From an optimization exercise on the open Yosys and OpenROAD flow, aimed at small area, a short achievable clock period and few clock cycles per item; shortcuts taken in it are not production practice. The RTL was checked by simulation tests, not by an equivalence proof against the original design. No activity file was given, so power comes from the tool's default toggle rates.

## branch zinc
## grid_liquid_diffusion_step_unit
module grid_liquid_diffusion_step_unit #(
	parameter int MAX_WIDTH   = gdiff_pkg::MAX_WIDTH_DEF,
	parameter int AMOUNT_BITS = gdiff_pkg::AMOUNT_BITS_DEF,
	localparam int DATA_W     = ((AMOUNT_BITS + 7) / 8) * 8
) (
	input  logic                              clk,
	input  logic                              arst_n,
	input  logic                              s_axis_tvalid,
	output logic                              s_axis_tready,
	input  logic [DATA_W-1:0]                 s_axis_tdata,    
	output logic                              m_axis_tvalid,
	input  logic                              m_axis_tready,
	output logic [DATA_W-1:0]                 m_axis_tdata,    
	output logic                              m_axis_tlast,
	input  logic                              cfg_valid,
	output logic                              cfg_ready,
	input  logic [gdiff_pkg::CFG_INDEX_W-1:0] cfg_index,
	input  logic [gdiff_pkg::CFG_DATA_W-1:0]  cfg_data
);
	localparam int AB = AMOUNT_BITS;
	localparam int CW = $clog2(MAX_WIDTH);
	localparam int HB = gdiff_pkg::GRID_H_BITS;
	localparam int D  = gdiff_pkg::OUT_SLOTS;
	localparam int NB = D - 1;
	localparam int PB = (NB > 1) ? $clog2(NB) : 1;
	localparam int RW = $clog2(D + 2);
	localparam int ZW = gdiff_pkg::ZW;
	localparam int SW = ZW + 2;
	logic [CW-1:0] wl_q, wl_n;
	logic [HB-1:0] hl_q, hl_n;
	logic [AB-1:0] den_q, den_n;
	logic [CW-1:0] col_q, col_n;
	logic [HB-1:0] row_q, row_n;
	logic          top_q, top_n;
	logic          sec_q, sec_n;
	logic          bot_q, bot_n;
	logic [CW-1:0] pa_q, pa_n;
	logic          fpend_q, fpend_n;
	logic [CW-1:0] fcol_q, fcol_n;
	logic          cfg_wait_n;
	logic [RW-1:0] resv_q, resv_n;
	logic          tready_q, tready_n;
	logic          cready_q, cready_n;
	logic          lt_d0, lt_d1, lt_d2;
	logic          fiss;
	logic          start_free;
	logic          acc;
	logic          cfg_take;
	logic          rate_take;
	logic          produce;
	logic          pop;
	logic [CW-1:0] tok_col;
  ...
==> flow/config.mk <==
export PLATFORM = sky130hd
export DESIGN_NAME = grid_liquid_diffusion_step_unit
export DESIGN_NICKNAME = grid_liquid_diffusion_step_unit
export VERILOG_FILES = /design/flow/design.v
export SDC_FILE = /design/flow/constraint.sdc
export NUM_CORES = 4
export LEC_CHECK = 0
export CAP_MARGIN = 20
export CORE_MARGIN = 2
export CORE_UTILIZATION = 40
export CTS_CLUSTER_DIAMETER = 100
export CTS_CLUSTER_SIZE = 28
export SETUP_SLACK_MARGIN = 3.75
export SLEW_MARGIN = 20
==> flow/constraint.sdc <==
create_clock -name core_clock -period 7.0 [get_ports {clk}]
set_input_delay 1.4000 -clock core_clock [delete_from_list [all_inputs] [get_ports {clk}]]
set_output_delay 1.4000 -clock core_clock [all_outputs]
set_load 0.01 [all_outputs]
run.sh (not shown) runs the stock make flow with config.mk's settings and CLKGATE_MAP_FILE= SYNTH_SCRIPT=/design/flow/synth_recipe.tcl, a recipe that flattens the netlist after the stock synthesis.
Testbench counts of branch zinc, summed over its fixed seeds: cycles 6,896, items 6,464.
Setup changes, branch zinc to branch xenon
--- a/flow/design.v
+++ b/flow/design.v
@@ -726,12 +726,15 @@
 	assign cfg_take   = cfg_valid && cready_q;
 	assign rate_take  = cfg_take && (cfg_index == 2'd2);
 	assign produce    = fiss || (acc && !top_q);
 	assign tok_col    = start_free ? '0 : pa_q;
 	assign s_axis_tready = tready_q;
 	assign cfg_ready     = cready_q;
+	logic [RW-1:0] resv_inc, resv_dec;
+	assign resv_inc = resv_q + RW'(1);
+	assign resv_dec = resv_q - RW'(1);
 	logic          fpend_nf;
 	logic [CW-1:0] fcol_nf;
 	assign fpend_nf = fpend_q && !(fiss && (fcol_q == wl_q));
 	assign fcol_nf  = fiss ? fcol_q + CW'(1) : fcol_q;
 	logic [CW-1:0] col_a;
 	logic [HB-1:0] row_a;
@@ -771,13 +774,13 @@
 		row_n      = row_q;
 		top_n      = top_q;
 		sec_n      = sec_q;
 		bot_n      = bot_q;
 		fpend_n    = fpend_nf;
 		fcol_n     = fcol_nf;
-		resv_n     = resv_q + RW'(produce) - RW'(pop);
+		resv_n     = produce ? (pop ? resv_q : resv_inc) : (pop ? resv_dec : resv_q);
 		pa_n       = pa_1;
 		if (acc) begin
 			col_n = col_a;
 			row_n = row_a;
 			top_n = top_a;
 			sec_n = sec_a;
@@ -811,44 +814,52 @@
 				default: begin
 					den_n = (cfg_data == '0) ? AB'(1) : cfg_data;
 				end
 			endcase
 		end
 	end
-	function automatic logic can_take(input logic top, input logic [CW-1:0] col,
-			input logic [CW-1:0] pa, input logic fpend, input logic [CW-1:0] fcol,
-			input logic slot);
-		can_take = (top && (col == '0) && !fpend)
-			|| ((pa == col) && (top ? (!fpend || (col < fcol) || ((pa == fcol) && slot))
-				: slot));
-	endfunction
+	logic col0, wrap, pc_n, cf_lt, cf_le, cf_lt1, pf_n, pa_last;
+	logic cflt_n, pf_nn, cflt_a, pf_a;
 	logic slot_n0, slot_a0;
 	logic t_n0, t_n1, t_a0, t_a1;
 	logic slot_n, slot_a;
 	logic t_sel;
 	always_comb begin
+		col0    = (col_q == '0);
+		wrap    = (col_q == wl_q);
+		pc_n    = (pa_1 == col_q);
+		cf_lt   = (col_q < fcol_q);
+		cf_le   = (col_q <= fcol_q);
+		cf_lt1  = ({1'b0, col_q} + 6'd1 < {1'b0, fcol_q});
+		pf_n    = (pa_1 == fcol_q);
+		pa_last = (pa_q == CW'(MAX_WIDTH - 1));
+		cflt_n  = fiss ? cf_le : cf_lt;
+		pf_nn   = fiss || pf_n;
+		cflt_a  = fiss ? cf_lt : cf_lt1;
+		pf_a    = fiss || pf_n;
+		t_n0    = (top_q && col0 && !fpend_nf)
+			|| (pc_n && (top_q ? (!fpend_nf || cflt_n) : 1'b0));
+		t_n1    = (top_q && col0 && !fpend_nf)
+			|| (pc_n && (top_q ? (!fpend_nf || cflt_n || pf_nn) : 1'b1));
+		t_a0    = wrap ? 1'b0 : (top_q ? (!fpend_nf || cflt_a) : 1'b0);
+		t_a1    = wrap ? (pa_last && !start_free)
+			: (top_q ? (!fpend_nf || cflt_a || pf_a) : 1'b1);
 		slot_n0 = fiss ? lt_d1 : lt_d0;
 		slot_a0 = top_q ? slot_n0 : (fiss ? lt_d2 : lt_d1);
-		t_n0    = can_take(top_q, col_q, pa_1, fpend_nf, fcol_nf, 1'b0);
-		t_n1    = can_take(top_q, col_q, pa_1, fpend_nf, fcol_nf, 1'b1);
-		t_a0    = can_take(top_a, col_a, pa_a, fend_a || fpend_nf, fend_a ? '0 : fcol_nf,
-			1'b0);
-		t_a1    = can_take(top_a, col_a, pa_a, fend_a || fpend_nf, fend_a ? '0 : fcol_nf,
-			1'b1);
 		slot_n  = pop || slot_n0;
 		slot_a  = top_q ? slot_n : (pop ? slot_n0 : slot_a0);
 		if (cfg_take) begin
 			t_sel = (cfg_index == 2'd3) ? (slot_n ? t_n1 : t_n0) : 1'b1;
 		end else if (acc) begin
 			t_sel = slot_a ? t_a1 : t_a0;
 		end else begin
 			t_sel = slot_n ? t_n1 : t_n0;
 		end
 		cfg_wait_n = cfg_valid && !cready_q;
 		tready_n = t_sel && !cfg_wait_n && !rate_take && !rc_hold;
-		cready_n = cfg_wait_n && !(acc ? (fend_a || fpend_nf) : fpend_nf);
+		cready_n = cfg_wait_n && !acc && !fpend_nf;
 	end
 	always_ff @(posedge clk or negedge arst_n) begin
 		if (!arst_n) begin
 			wl_q     <= CW'(MAX_WIDTH - 1);
 			hl_q     <= HB'(31);
 			den_q    <= AB'(8);
@@ -1171,13 +1182,13 @@
 			if (cnt_q != '0) begin
 				{m_last_q, m_data_q} <= buf_q[rd_q];
 			end else begin
 				{m_last_q, m_data_q} <= {o_l_q, res};
 			end
 		end
-		if (to_buf) begin
+		if (o_v_q) begin
 			buf_q[wr_q] <= {o_l_q, res};
 		end
 	end
 	assign m_axis_tvalid = m_valid_q;
 	assign m_axis_tdata  = DATA_W'(m_data_q);
 	assign m_axis_tlast  = m_last_q;
==> comparison <==
Across branch xenon and branch zinc, none had a timing, DRC or antenna violation.
Utilization for branch xenon: 0.52 points down relative to branch zinc
On overall routing resource usage, branch xenon tracks branch zinc almost exactly.
Re number of stages on the worst setup path: branch xenon and branch zinc aren't equal, and the lower value belongs to branch zinc.
In terms of area of the die, branch zinc and branch xenon differ only marginally.
Looking at branch xenon and branch zinc, the share of the final layout cell area in multi-input gates is a wash.
branch xenon vs branch zinc: net load switching power up by more than 10%
Total power sits higher in branch xenon than in branch zinc.
Taking branch zinc as the reference, in branch xenon number of antenna violations at the first check in global routing now sits lower; fmax grew by about 0.5%; share of synthesized area spent on multiplexers went down.
Of the two values seen for standard cell with the maximum stage delay on the critical path, dfxtp_2 was produced by branch zinc and or4_4 by branch xenon.
Testbench counts of branch xenon, summed over its fixed seeds: cycles 6,896, items 6,464.

[separate check: timing with driven ports]
The flow's constraints put no driver on any port. The routed layouts listed below were extracted and timed again, unchanged, in two steps. Step 1, drivers: a clkbuf_16 drives clk and a buf_2 each remaining input, both assumed. Step 2, shift: input delay + t, output delay - t, t = (earliest + latest rising clock arrival at the registers) / 2. This alone moves slack from input paths to output paths. a / b / c = ideal / step 1 / step 2; a / b = the first two.
run	t (ns)	setup WS [ns]	slew at the worst register clock pin (ns)
branch zinc	0.747	3.826 / 3.826 / 3.245	0.11 / 0.11
branch xenon	0.756	3.841 / 3.840 / 3.228	0.12 / 0.12
After both steps every run listed still meets setup and hold. The setup slack of branch xenon, which loses most, moves by -0.001 ns with the drivers and by -0.613 ns with both steps.
